Source: an optimization exercise on an open RTL-to-GDS flow (aim: small area). Production flows keep margins and buffers that such runs may drop.
At most, simulation tests tie the RTL to the original design; equivalence was not proved.
Power figures rest on the tool's default switching activity, not on a simulated workload.

==> 09-09 <==
Design rio, start of the top module:
module rio #(
    parameter int TIMEOUT   = 2700000,
    parameter int PULSE_LEN = 108,
    parameter int DIR_DELAY = 18,
    parameter int ACC_BITS  = 24
) (
    input  logic                sysclk,
    input  logic                arst_n,
    input  rio_pkg::reg_addr_t           awaddr,
    input  logic                awvalid,
    output logic                awready,
    input  rio_pkg::reg_word_t           wdata,
    input  logic [3:0]          wstrb,
    input  logic                wvalid,
    output logic                wready,
    output logic [1:0]          bresp,
    output logic                bvalid,
    input  logic                bready,
    input  rio_pkg::reg_addr_t           araddr,
    input  logic                arvalid,
    output logic                arready,
    output rio_pkg::reg_word_t           rdata,
    output logic [1:0]          rresp,
    output logic                rvalid,
    input  logic                rready,
  ...
==> flow/config.mk <==
export PLATFORM = sky130hd
export DESIGN_NAME = rio
export DESIGN_NICKNAME = rio
export VERILOG_FILES = /design/flow/design.v
export SDC_FILE = /design/flow/constraint.sdc
export NUM_CORES = 4
export LEC_CHECK = 0
export CAP_MARGIN = 20
export CORE_MARGIN = 2
export CORE_UTILIZATION = 60
export CTS_BUF_LIST = sky130_fd_sc_hd__clkbuf_4 sky130_fd_sc_hd__clkbuf_8
export CTS_CLUSTER_DIAMETER = 60
export CTS_CLUSTER_SIZE = 16
export SLEW_MARGIN = 20
==> flow/constraint.sdc <==
create_clock -name core_clock -period 8.0 [get_ports {sysclk}]
set_input_delay 1.6000 -clock core_clock [delete_from_list [all_inputs] [get_ports {sysclk}]]
set_output_delay 1.6000 -clock core_clock [all_outputs]
set_load 0.01 [all_outputs]
standard.sh (not shown) runs the stock make flow with config.mk's settings and CLKGATE_MAP_FILE= SYNTH_SCRIPT=/design/flow/synth_recipe.tcl, a recipe that flattens the netlist after the stock synthesis.
==> flow/flow/run.sh <==
#!/bin/bash
# Layout flow: the standard ORFS flow (standard.sh), with
#  - the port buffers made of the smallest buffer cell,
#  - the combinational logic re-mapped for area by OpenROAD's restructure
#    after floorplanning (flops untouched), using a copy of the library
#    without the platform's don't-use cells,
#  - clock tree synthesis without dummy loads (the same options as the
#    standard flow otherwise, from config.mk),

# Each tool's output goes to a log file of its own in this folder.
set -o pipefail
W=$(pwd)
LIB=$FLOW_HOME/platforms/sky130hd/lib/sky130_fd_sc_hd__tt_025C_1v80.lib
mkdir -p $W/rmp
python3 $W/flow/filter_lib.py $LIB $W/rmp/area.lib > filter_lib.log 2>&1
cat > $W/post_floorplan.tcl <<EOT
restructure -target area -liberty_file $W/rmp/area.lib -tielo_port sky130_fd_sc_hd__conb_1/LO -tiehi_port sky130_fd_sc_hd__conb_1/HI -work_dir $W/rmp -abc_logfile $W/rmp_abc.log
EOT
export BUFFER_PORTS_ARGS="-buffer_cell sky130_fd_sc_hd__buf_1"
export POST_FLOORPLAN_TCL=$W/post_floorplan.tcl
export CTS_ARGS="-sink_clustering_enable -repair_clock_nets -sink_clustering_size 16 -sink_clustering_max_diameter 60 -buf_list {sky130_fd_sc_hd__clkbuf_4 sky130_fd_sc_hd__clkbuf_8} -dont_use_dummy_load"
bash standard.sh finish > standard.log 2>&1
==> flow/flow/filter_lib.py <==
# Copy a liberty file, leaving out the cells the platform marks don't-use
# (lpflow_* and probe*), so that restructure's ABC run cannot pick them.
import re, sys
src, dst = sys.argv[1], sys.argv[2]
text = open(src).read()
out = []
pos = 0
drop = re.compile(r'sky130_fd_sc_hd__(lpflow_|probe)')
n = 0
for m in re.finditer(r'\n\s*cell\s*\(\s*"?([A-Za-z0-9_]+)"?\s*\)\s*\{', text):
    if m.start() < pos:
        continue
    name = m.group(1)
    # find the end of this cell block by brace matching
    i = m.end(); depth = 1
    while depth:
        c = text[i]
        if c == '{': depth += 1
        elif c == '}': depth -= 1
        i += 1
    if drop.match(name):
        out.append(text[pos:m.start()])
        pos = i
        n += 1
out.append(text[pos:])
open(dst, 'w').write(''.join(out))
print("dropped", n, "cells")
==> 12-05 (differences from 09-09) <==
--- a/flow/design.v
+++ b/flow/design.v
@@ -68,14 +68,15 @@
     output logic                commit
 );
     logic                  wr_fire;
     logic                  rd_fire;
     logic                  wr_mapped;
     logic                  rd_mapped;
     logic                  commit_fire;
+    rio_pkg::reg_word_t             rd_word;
     rio_pkg::reg_word_t             rd_next;
     motion_pkg::vcode_t             wcode;
     logic [rio_pkg::CTRL_OUT_BIT:0] ctrl_shadow;
     motion_pkg::vcode_t             vel0_shadow;
     motion_pkg::vcode_t             vel1_shadow;
     motion_pkg::vcode_t             vel2_shadow;
     logic                  bresp_err;
@@ -100,18 +101,30 @@
             wcode[i]   = ~(wdata[i] ^ (wdata[31] & neg_c[i]));
             neg_c[i+1] = neg_c[i] | wdata[i];
         end
         wcode[motion_pkg::VC_NEG] = wdata[31];
         wcode[motion_pkg::VC_BIG] = wdata[31] ? (~&wdata[31:24] | ~neg_c[24]) : |wdata[31:24];
     end
     always_comb begin
+        rd_mapped = 1'b1;
         case (araddr)
-            rio_pkg::ADDR_MAGIC, rio_pkg::ADDR_TSTAMP, rio_pkg::ADDR_POS0, rio_pkg::ADDR_POS1,
-            rio_pkg::ADDR_POS2, rio_pkg::ADDR_STATUS: rd_mapped = 1'b1;
-            default: rd_mapped = 1'b0;
+            rio_pkg::ADDR_MAGIC:  rd_word = rio_pkg::MAGIC_WORD;
+            rio_pkg::ADDR_TSTAMP: rd_word = tstamp;
+            rio_pkg::ADDR_POS0:   rd_word = rio_pkg::reg_word_t'(pos0);
+            rio_pkg::ADDR_POS1:   rd_word = rio_pkg::reg_word_t'(pos1);
+            rio_pkg::ADDR_POS2:   rd_word = rio_pkg::reg_word_t'(pos2);
+            rio_pkg::ADDR_STATUS: begin
+                rd_word = '0;
+                rd_word[motion_pkg::NUM_AXES-1:0] = inputs;
+                rd_word[rio_pkg::STATUS_TIMEOUT_BIT] = timeout;
+            end
+            default: begin
+                rd_word   = '0;
+                rd_mapped = 1'b0;
+            end
         endcase
     end
     always_ff @(posedge sysclk or negedge arst_n) begin
         if (!arst_n) begin
             bvalid      <= 1'b0;
             rvalid      <= 1'b0;
             commit      <= 1'b0;
@@ -168,33 +181,15 @@
             bresp_err <= ~wr_mapped;
         end
         if (!rvalid) begin
             rresp_err <= ~rd_mapped;
         end
         rdata <= rd_next;
     end
-    logic [5:0] rd_sel;
-    assign rd_sel[0] = ~rvalid & (araddr == rio_pkg::ADDR_MAGIC);
-    assign rd_sel[1] = ~rvalid & (araddr == rio_pkg::ADDR_TSTAMP);
-    assign rd_sel[2] = ~rvalid & (araddr == rio_pkg::ADDR_POS0);
-    assign rd_sel[3] = ~rvalid & (araddr == rio_pkg::ADDR_POS1);
-    assign rd_sel[4] = ~rvalid & (araddr == rio_pkg::ADDR_POS2);
-    assign rd_sel[5] = ~rvalid & (araddr == rio_pkg::ADDR_STATUS);
-    always_comb begin
-        rd_next = {32{rvalid}} & rdata;
-        rd_next = rd_next | ({32{rd_sel[0]}} & rio_pkg::MAGIC_WORD);
-        rd_next = rd_next | ({32{rd_sel[1]}} & tstamp);
-        rd_next = rd_next | ({32{rd_sel[2]}} & rio_pkg::reg_word_t'(pos0));
-        rd_next = rd_next | ({32{rd_sel[3]}} & rio_pkg::reg_word_t'(pos1));
-        rd_next = rd_next | ({32{rd_sel[4]}} & rio_pkg::reg_word_t'(pos2));
-        rd_next[motion_pkg::NUM_AXES-1:0] = rd_next[motion_pkg::NUM_AXES-1:0] |
-                                             ({motion_pkg::NUM_AXES{rd_sel[5]}} & inputs);
-        rd_next[rio_pkg::STATUS_TIMEOUT_BIT] = rd_next[rio_pkg::STATUS_TIMEOUT_BIT] |
-                                               (rd_sel[5] & timeout);
-    end
+    assign rd_next = ({32{rvalid}} & rdata) | ({32{~rvalid}} & rd_word);
     assign bresp = {bresp_err, 1'b0};
     assign rresp = {rresp_err, 1'b0};
 endmodule
 `timescale 1ns/1ps
 module link_watchdog #(
     parameter int TIMEOUT = 2700000
 ) (
@@ -276,14 +271,16 @@
     motion_pkg::dir_state_e          state;
     motion_pkg::dir_state_e          state_n;
     logic [TMR_BITS-1:0] timer;
     logic [TMR_BITS-1:0] timer_n;
     logic [TMR_BITS-1:0] tmr_step;
     logic                tmr_done;
     logic [ACC_BITS-1:0] acc;
+    logic [ACC_BITS-1:0] nacc;       
+    motion_pkg::position_t npos;     
     logic [ACC_BITS-1:0] acc_n;
     logic [NB-1:1]       lag;
     logic [NB-1:0]       blk_c;
     logic [NB:0]         q1;
     logic [NB:0]         q2;
     logic [ACC_BITS-1:0] mag;
     logic                ovf;
@@ -293,14 +290,16 @@
     logic                pending_n;
     logic                dir_n;
     logic                launch;
     logic                start_pulse;
     logic                gate;
     logic [31:0]         pos_t;
     motion_pkg::position_t pos_n;
+    assign acc      = ~nacc;
+    assign position = ~npos;
     assign gate     = enable & vel_ok;
     assign vel_neg  = velocity[motion_pkg::VC_NEG];
     assign mag      = ~velocity[ACC_BITS-1:0] & {ACC_BITS{gate}};
     logic [ACC_BITS:0] cc;
     always_comb begin
         for (int j = 0; j < NB; j++) begin
             cc[BW*j] = (j == 0) ? 1'b0 : lag[j];
@@ -320,38 +319,42 @@
         for (int j = 0; j < NB; j++) begin
             all1[j]  = &acc_n[BW*j +: BW];
             all1b[j] = &acc_n[BW*j+1 +: BW-1];
             q1[j+1] = blk_c[j] | (all1[j] & q1[j]) | (all1b[j] & q2[j]);
             q2[j+1] = blk_c[j] & ((all1[j] & q1[j]) | (all1b[j] & q2[j]));
         end
     end
-    logic kc;
-    logic kc_n;
-    assign kc_n = (all1[NB-1] & q1[NB-1]) | (all1b[NB-1] & q2[NB-1]);
-    assign ovf  = kc ? q2[NB] : q1[NB];
+    logic [NB:0]   kc;
+    always_comb begin
+        kc[0] = 1'b0;
+        for (int j = 0; j < NB; j++) begin
+            if (j == 0) begin
+                kc[j+1] = 1'b0;
+            end else begin
+                kc[j+1] = (&acc[BW*j +: BW] & (lag[j] | kc[j])) |
+                          (&acc[BW*j+1 +: BW-1] & lag[j] & kc[j]);
+            end
+        end
+        ovf = kc[NB] ? q2[NB] : q1[NB];
+    end
     assign step_req = ovf | (gate & velocity[motion_pkg::VC_BIG]);
-    logic [31:0] pos_up;
-    logic [31:0] pos_dn;
     always_comb begin
-        pos_up[0] = start_pulse & ~dir;
-        pos_dn[0] = start_pulse & dir;
+        pos_t[0] = start_pulse;
         for (int i = 1; i < 32; i++) begin
-            pos_up[i] = pos_up[i-1] & position[i-1];
-            pos_dn[i] = pos_dn[i-1] & ~position[i-1];
+            pos_t[i] = pos_t[i-1] & (position[i-1] ^ dir);
         end
-        pos_t = pos_up | pos_dn;
         pos_n = position ^ pos_t;
     end
     assign step = (state == motion_pkg::PULSE);
     assign tmr_done = (timer == '0);
     assign tmr_step = USE_LFSR ? {timer[TMR_BITS-2:0], ~(timer[TMR_BITS-1] ^ timer[TMR_BITS-2])}
                                : timer - 1'b1;
     always_comb begin
         state_n     = state;
-        timer_n     = tmr_step;    
+        timer_n     = timer;
         pending_n   = pending;
         dir_n       = dir;
         launch      = 1'b0;
         start_pulse = 1'b0;
         case (state)
             motion_pkg::IDLE: launch = step_req;
             motion_pkg::DIR_SETUP: begin
@@ -404,27 +407,25 @@
     end
     always_ff @(posedge sysclk or negedge arst_n) begin
         if (!arst_n) begin
             state    <= motion_pkg::IDLE;
             pending  <= 1'b0;
             dir      <= 1'b0;
             en       <= 1'b0;
-            acc      <= '0;
+            nacc     <= '1;
             lag      <= '0;
-            kc       <= 1'b0;
-            position <= '0;
+            npos     <= '1;
         end else begin
             state   <= state_n;
             pending <= pending_n;
             dir     <= dir_n;
             en      <= enable;
-            acc     <= acc_n;
+            nacc    <= ~acc_n;
             lag     <= blk_c[NB-2:0];
-            kc      <= kc_n;
-            position <= pos_n;
+            npos     <= ~pos_n;
         end
     end
     always_ff @(posedge sysclk) begin
         timer <= timer_n;
     end
 endmodule
 `timescale 1ns/1ps
--- a/flow/flow/run.sh
+++ b/flow/flow/run.sh
@@ -14,9 +14,9 @@
 mkdir -p $W/rmp
 python3 $W/flow/filter_lib.py $LIB $W/rmp/area.lib > filter_lib.log 2>&1
 cat > $W/post_floorplan.tcl <<EOT
 restructure -target area -liberty_file $W/rmp/area.lib -tielo_port sky130_fd_sc_hd__conb_1/LO -tiehi_port sky130_fd_sc_hd__conb_1/HI -work_dir $W/rmp -abc_logfile $W/rmp_abc.log
 EOT
 export BUFFER_PORTS_ARGS="-buffer_cell sky130_fd_sc_hd__buf_1"
 export POST_FLOORPLAN_TCL=$W/post_floorplan.tcl
-export CTS_ARGS="-sink_clustering_enable -repair_clock_nets -sink_clustering_size 16 -sink_clustering_max_diameter 60 -buf_list {sky130_fd_sc_hd__clkbuf_4 sky130_fd_sc_hd__clkbuf_8} -dont_use_dummy_load"
+export CTS_ARGS="-sink_clustering_enable -repair_clock_nets -sink_clustering_size 16 -sink_clustering_max_diameter 60 -buf_list sky130_fd_sc_hd__clkbuf_8 -dont_use_dummy_load"
 bash standard.sh finish > standard.log 2>&1
==> flow/config.mk (replaced) <==
export PLATFORM = sky130hd
export DESIGN_NAME = rio
export DESIGN_NICKNAME = rio
export VERILOG_FILES = /design/flow/design.v
export SDC_FILE = /design/flow/constraint.sdc
export NUM_CORES = 4
export LEC_CHECK = 0
export CAP_MARGIN = 20
export CORE_MARGIN = 2
export CORE_UTILIZATION = 60
export CTS_BUF_LIST = sky130_fd_sc_hd__clkbuf_8
export CTS_CLUSTER_DIAMETER = 60
export CTS_CLUSTER_SIZE = 16
export SLEW_MARGIN = 20
==> 10-08 (differences from 09-09) <==
--- a/flow/design.v
+++ b/flow/design.v
@@ -232,25 +232,27 @@
             end else if (!timeout) begin
                 idle_cnt <= idle_cnt + 1'b1;
             end
         end
         assign timeout = (idle_cnt == CNT_BITS'(TIMEOUT));
     end
     logic [31:0] ts_t;
+    logic [31:0] nts;
+    assign tstamp = ~nts;
     always_comb begin
         ts_t[0] = 1'b1;
         for (int i = 1; i < 32; i++) begin
             ts_t[i] = ts_t[i-1] & tstamp[i-1];
         end
     end
     always_ff @(posedge sysclk or negedge arst_n) begin
         if (!arst_n) begin
-            tstamp <= '0;
+            nts <= '1;
         end else begin
-            tstamp <= tstamp ^ ts_t;
+            nts <= nts ^ ts_t;
         end
     end
 endmodule
 `timescale 1ns/1ps
 module stepgen #(
     parameter int PULSE_LEN = 108,
     parameter int DIR_DELAY = 18,
@@ -276,14 +278,16 @@
     motion_pkg::dir_state_e          state;
     motion_pkg::dir_state_e          state_n;
     logic [TMR_BITS-1:0] timer;
     logic [TMR_BITS-1:0] timer_n;
     logic [TMR_BITS-1:0] tmr_step;
     logic                tmr_done;
     logic [ACC_BITS-1:0] acc;
+    logic [ACC_BITS-1:0] nacc;       
+    motion_pkg::position_t npos;     
     logic [ACC_BITS-1:0] acc_n;
     logic [NB-1:1]       lag;
     logic [NB-1:0]       blk_c;
     logic [NB:0]         q1;
     logic [NB:0]         q2;
     logic [ACC_BITS-1:0] mag;
     logic                ovf;
@@ -293,14 +297,16 @@
     logic                pending_n;
     logic                dir_n;
     logic                launch;
     logic                start_pulse;
     logic                gate;
     logic [31:0]         pos_t;
     motion_pkg::position_t pos_n;
+    assign acc      = ~nacc;
+    assign position = ~npos;
     assign gate     = enable & vel_ok;
     assign vel_neg  = velocity[motion_pkg::VC_NEG];
     assign mag      = ~velocity[ACC_BITS-1:0] & {ACC_BITS{gate}};
     logic [ACC_BITS:0] cc;
     always_comb begin
         for (int j = 0; j < NB; j++) begin
             cc[BW*j] = (j == 0) ? 1'b0 : lag[j];
@@ -404,27 +410,27 @@
     end
     always_ff @(posedge sysclk or negedge arst_n) begin
         if (!arst_n) begin
             state    <= motion_pkg::IDLE;
             pending  <= 1'b0;
             dir      <= 1'b0;
             en       <= 1'b0;
-            acc      <= '0;
+            nacc     <= '1;
             lag      <= '0;
             kc       <= 1'b0;
-            position <= '0;
+            npos     <= '1;
         end else begin
             state   <= state_n;
             pending <= pending_n;
             dir     <= dir_n;
             en      <= enable;
-            acc     <= acc_n;
+            nacc    <= ~acc_n;
             lag     <= blk_c[NB-2:0];
             kc      <= kc_n;
-            position <= pos_n;
+            npos     <= ~pos_n;
         end
     end
     always_ff @(posedge sysclk) begin
         timer <= timer_n;
     end
 endmodule
 `timescale 1ns/1ps
--- a/flow/flow/run.sh
+++ b/flow/flow/run.sh
@@ -14,9 +14,9 @@
 mkdir -p $W/rmp
 python3 $W/flow/filter_lib.py $LIB $W/rmp/area.lib > filter_lib.log 2>&1
 cat > $W/post_floorplan.tcl <<EOT
 restructure -target area -liberty_file $W/rmp/area.lib -tielo_port sky130_fd_sc_hd__conb_1/LO -tiehi_port sky130_fd_sc_hd__conb_1/HI -work_dir $W/rmp -abc_logfile $W/rmp_abc.log
 EOT
 export BUFFER_PORTS_ARGS="-buffer_cell sky130_fd_sc_hd__buf_1"
 export POST_FLOORPLAN_TCL=$W/post_floorplan.tcl
-export CTS_ARGS="-sink_clustering_enable -repair_clock_nets -sink_clustering_size 16 -sink_clustering_max_diameter 60 -buf_list {sky130_fd_sc_hd__clkbuf_4 sky130_fd_sc_hd__clkbuf_8} -dont_use_dummy_load"
+export CTS_ARGS="-sink_clustering_enable -repair_clock_nets -sink_clustering_size 16 -sink_clustering_max_diameter 60 -buf_list sky130_fd_sc_hd__clkbuf_8 -dont_use_dummy_load"
 bash standard.sh finish > standard.log 2>&1
==> flow/config.mk (replaced) <==
export PLATFORM = sky130hd
export DESIGN_NAME = rio
export DESIGN_NICKNAME = rio
export VERILOG_FILES = /design/flow/design.v
export SDC_FILE = /design/flow/constraint.sdc
export NUM_CORES = 4
export LEC_CHECK = 0
export CAP_MARGIN = 20
export CORE_MARGIN = 2
export CORE_UTILIZATION = 60
export CTS_BUF_LIST = sky130_fd_sc_hd__clkbuf_8
export CTS_CLUSTER_DIAMETER = 60
export CTS_CLUSTER_SIZE = 16
export SLEW_MARGIN = 20
==> comparison <==
Of 09-09 and 12-05, 12-05 has the higher worst hold slack (gap 4.4 ps). Via count, highest first: 12-05, 09-09, 10-08. Against 10-08, the critical path depth of 12-05 is higher by 1. Against 12-05, the non-clock buffer count of 10-08 is lower by 11. In clock power, 10-08 and 12-05 hardly differ.
Only the layout flow was run in 12-05 and 10-08; the RTL was not checked for function there.

re-timing with driven ports:
The results above use ideal ports. As a check the final layouts listed here were re-extracted and re-timed, cells and wires unchanged.
Step 1: set_driving_cell puts a clkbuf_16 on sysclk and a buf_2 on each other input, an assumption about the parent block.
Step 2 also shifts input and output timing later by t, the mid clock arrival at the registers, as if the neighbouring blocks saw the same clock.
Slacks: ideal / step 1 / step 2; pairs: ideal / step 1.
run | t (ns) | setup WS [ns] | clock arrival spread, ns
09-09 | 0.641 | 0.717 / 0.717 / 0.717 | 0.035 / 0.035
12-05 | 0.633 | 0.809 / 0.809 / 0.809 | 0.053 / 0.053
10-08 | 0.637 | 0.625 / 0.625 / 0.625 | 0.046 / 0.045
After both steps setup and hold are still met in every run listed.
